Background: an optimization exercise with open tools, aiming at small area. Do not read the settings as production practice. Function was checked by simulation only, so behaviour that the tests miss may differ from the original. Power is estimated from default activity; no workload was simulated.

job 7397:
Design exec_datapath, start of the top module:
module exec_datapath
(
  input  logic              clock,
  input  logic              reset,
  input  logic              reg_write,
  input  logic [ADDR_W-1:0] write_reg,
  input  logic [DATA_W-1:0] write_data,
  input  logic [ADDR_W-1:0] read_reg1,
  input  logic [ADDR_W-1:0] read_reg2,
  output logic [DATA_W-1:0] read_data1,
  output logic [DATA_W-1:0] read_data2,
  input  logic [5:0]        opcode,
  input  logic [5:0]        funct,
  input  logic [DATA_W-1:0] alu_a,
  input  logic [DATA_W-1:0] alu_b,
  output logic [2:0]        alu_con,
  output logic [DATA_W-1:0] alu_result,
  output logic              zero,
  output logic              overflow
);
Size: roughly 2700 cells after synthesis, ~1000 flip-flops, roughly 230 I/O pins, about 44000 um2 of cells after synthesis.
==> flow/config.mk <==
export PLATFORM = sky130hd
export DESIGN_NAME = exec_datapath
export DESIGN_NICKNAME = exec_datapath
export VERILOG_FILES = /design/flow/design.v
export SDC_FILE = /design/flow/constraint.sdc
export NUM_CORES = 4
export LEC_CHECK = 0
export CAP_MARGIN = 10
export CORE_MARGIN = 2
export CORE_UTILIZATION = 50
export CTS_BUF_LIST = sky130_fd_sc_hd__clkbuf_4 sky130_fd_sc_hd__clkbuf_8
export CTS_CLUSTER_DIAMETER = 55
export CTS_CLUSTER_SIZE = 14
export SLEW_MARGIN = 10
==> flow/constraint.sdc <==
create_clock -name core_clock -period 8.0 [get_ports {clock}]
set_input_delay 1.6000 -clock core_clock [delete_from_list [all_inputs] [get_ports {clock}]]
set_output_delay 1.6000 -clock core_clock [all_outputs]
set_load 0.01 [all_outputs]
standard.sh (not shown) runs the stock make flow with config.mk's settings and CLKGATE_MAP_FILE= SYNTH_SCRIPT=/design/flow/synth_recipe.tcl, a recipe that flattens the netlist after the stock synthesis.
==> flow/flow/run.sh <==
#!/bin/bash
# The standard layout (standard.sh) with these changes:
#  - synthesis: the standard flow's script with flow/hooks.tcl added (the RTL's gate
#    modules mapped to cells; abc maps the rest with flow/area.abc);
#    flip-flop mapping is the standard flow's;
#  - smaller port buffers;
#  - a clock tree built without dummy loads, with sinks clustered by
#    CTS_CLUSTER_SIZE and CTS_CLUSTER_DIAMETER;
# Each tool's full output goes to standard.log.
set -e
here=$(pwd)
export FLOW_FLOW_DIR=$here/flow
{ head -n 1 synth_recipe.tcl; cat flow/hooks.tcl; tail -n +2 synth_recipe.tcl; } > flow_synth.tcl
sed "s|SYNTH_SCRIPT=[^ ]*|SYNTH_SCRIPT=$here/flow_synth.tcl|" standard.sh > flow_standard.sh
bash flow_standard.sh \
  BUFFER_PORTS_ARGS="-buffer_cell sky130_fd_sc_hd__buf_1" \
  CTS_ARGS="-sink_clustering_enable -repair_clock_nets -dont_use_dummy_load -buf_list {sky130_fd_sc_hd__clkbuf_4 sky130_fd_sc_hd__clkbuf_8} -sink_clustering_size 14 -sink_clustering_max_diameter 55" \
  finish > standard.log 2>&1
==> flow/flow/area.abc <==
&get -n
&st
&syn2
&dch
&nf -a -R 1000
&put
==> flow/flow/hooks.tcl <==
# Additions to the standard flow's synthesis script. run.sh inserts this file after the
# first line of synth_recipe.tcl (the standard flow's synth wrapper), so both procs below
# wrap the commands that the rest of the standard flow's script calls.
set flow_dir $::env(FLOW_FLOW_DIR)

# The read ports are written in the RTL as small gate modules whose ports match
# library cells. Before the first synth call, their instances become those
# cells and the modules are dropped, so the read ports keep that structure.
rename synth synth_recipe
proc synth {args} {
  if { ![info exists ::gates_mapped] } {
    set ::gates_mapped 1
    foreach {mod cell} {
      gate_aoi222 sky130_fd_sc_hd__a222oi_1
      gate_aoi22  sky130_fd_sc_hd__a22oi_1
      gate_nand4  sky130_fd_sc_hd__nand4_1
      gate_nand3  sky130_fd_sc_hd__nand3_1
      gate_or3    sky130_fd_sc_hd__or3_1
      gate_ao21   sky130_fd_sc_hd__a21o_1
      gate_and2   sky130_fd_sc_hd__and2_1
      gate_xor2   sky130_fd_sc_hd__xor2_1
      gate_ha     sky130_fd_sc_hd__ha_1
    } {
      yosys chtype -map $mod $cell
      yosys delete $mod
    }
  }
  synth_recipe {*}$args
}

# abc maps the logic with an area script (flow/area.abc) in place of the
# speed script; the prefix adder and the read ports are already cells.
proc abc {args} {
  set i [lsearch $args -script]
  yosys abc {*}[lreplace $args $i [expr {$i + 1}] -script $::flow_dir/area.abc]
}
### job 7397 -> job 3858
Settings: CTS_CLUSTER_DIAMETER changed from 55 to 50; SLEW_MARGIN changed from 10 to 20; CORE_UTILIZATION changed from 50 to 45; CAP_MARGIN changed from 10 to 20; CTS_CLUSTER_SIZE changed from 14 to 12.
diff --git a/flow/flow/run.sh b/flow/flow/run.sh
--- a/flow/flow/run.sh
+++ b/flow/flow/run.sh
@@ -15,4 +15,4 @@
 bash flow_standard.sh \
   BUFFER_PORTS_ARGS="-buffer_cell sky130_fd_sc_hd__buf_1" \
-  CTS_ARGS="-sink_clustering_enable -repair_clock_nets -dont_use_dummy_load -buf_list {sky130_fd_sc_hd__clkbuf_4 sky130_fd_sc_hd__clkbuf_8} -sink_clustering_size 14 -sink_clustering_max_diameter 55" \
+  CTS_ARGS="-sink_clustering_enable -repair_clock_nets -dont_use_dummy_load -buf_list {sky130_fd_sc_hd__clkbuf_4 sky130_fd_sc_hd__clkbuf_8} -sink_clustering_size 12 -sink_clustering_max_diameter 50" \
   finish > standard.log 2>&1
[summary]
Side by side, worst hold slack turned out lower in job 3858 than in job 7397. Max freq job 7397 -> job 3858: improved. Compared with job 7397, number of global-route vias before repair in job 3858 decreased slightly. Job 7397 -> job 3858: final-report max-slew violation count delta 0, exact match. | post-route standard cell area excluding fillers | job 3858 vs job 7397 | worse |. STATUS shortest period the worst path allows: job 3858 wins against job 7397. On number of antenna repair diodes: job 3858 sits below job 7397. Measured against job 7397, the clock buffer count in the final layout of job 3858 comes out at 1.11 times the reference value. Est. power | job 3858 vs job 7397 | job 3858 higher.
Changes in job 8428 relative to job 3858:
Settings: changing CTS_CLUSTER_DIAMETER from 50 to 60; changing CTS_CLUSTER_SIZE from 12 to 16.
diff --git a/flow/flow/run.sh b/flow/flow/run.sh
--- a/flow/flow/run.sh
+++ b/flow/flow/run.sh
@@ -15,4 +15,4 @@
 bash flow_standard.sh \
   BUFFER_PORTS_ARGS="-buffer_cell sky130_fd_sc_hd__buf_1" \
-  CTS_ARGS="-sink_clustering_enable -repair_clock_nets -dont_use_dummy_load -buf_list {sky130_fd_sc_hd__clkbuf_4 sky130_fd_sc_hd__clkbuf_8} -sink_clustering_size 12 -sink_clustering_max_diameter 50" \
+  CTS_ARGS="-sink_clustering_enable -repair_clock_nets -dont_use_dummy_load -buf_list {sky130_fd_sc_hd__clkbuf_4 sky130_fd_sc_hd__clkbuf_8} -sink_clustering_size 16 -sink_clustering_max_diameter 60" \
   finish > standard.log 2>&1
Notes after the runs:
As of job 8428, post-layout net count had fallen slightly compared to job 3858.
For number of well taps, job 3858 and job 8428 come out practically identical.
Relative to job 3858, routed metal-1 wirelength has gone down in job 8428.
Job 3858 and job 8428 ended up with nearly the same post-route clock period utilization.
Any difference in setup slack between job 3858 and job 8428 is small enough to ignore.
Job 8428 vs job 3858: design area down in job 8428
Job 8428 vs job 3858: first-pass iteration count of the detailed router down
### job 8428 -> job 9565
Settings: swapping 20 for 10 in SLEW_MARGIN; swapping 45 for 50 in CORE_UTILIZATION; swapping 20 for 10 in CAP_MARGIN.
==> run summary <==
| utilization after layout | job 9565 vs job 8428 | 5.4 points higher |. Delta(clock insertion delay at the later pin of the skew report, job 9565 - job 8428) < 0. Job 9565 against job 8428: core area went down about 10%, worst setup slack after placement saw an increase, synthesis-to-finish area growth shows a reduction of 0.65 points, residual antenna-violating net count after detailed routing ~0 delta, final area decreased by 290 um2 relative to the old numbers.

what the ideal ports hide:
In the flow no input, the clock included, has a driving cell. The finished layouts below were timed again as built, in two steps.
Step 1: set_driving_cell puts a clkbuf_16 on clock and a buf_2 on each other input, an assumption about the parent block.
Step 2, shift: input delay + t, output delay - t, t = (earliest + latest rising clock arrival at the registers) / 2. This alone moves slack from input paths to output paths.
Slacks: ideal ports / drivers / drivers and shift; pairs: ideal ports / drivers.
| run | t, ns | setup slack, ns | worst register clock-pin slew, ns | worst data-port slew with drivers (ns) |
|---|---|---|---|---|
| job 7397 | 0.773 | 0.129 / 0.107 / 0.107 | 0.09 / 0.09 | 0.09 |
| job 3858 | 0.809 | 0.297 / 0.277 / 0.277 | 0.09 / 0.09 | 0.08 |
| job 8428 | 0.793 | 0.298 / 0.278 / 0.278 | 0.11 / 0.11 | 0.07 |
| job 9565 | 0.765 | 0.138 / 0.117 / 0.117 | 0.10 / 0.10 | 0.09 |
After both steps setup and hold are still met in every run listed. The setup slack of job 7397, which loses most, moves by -0.022 ns with the drivers and by -0.022 ns with both steps.
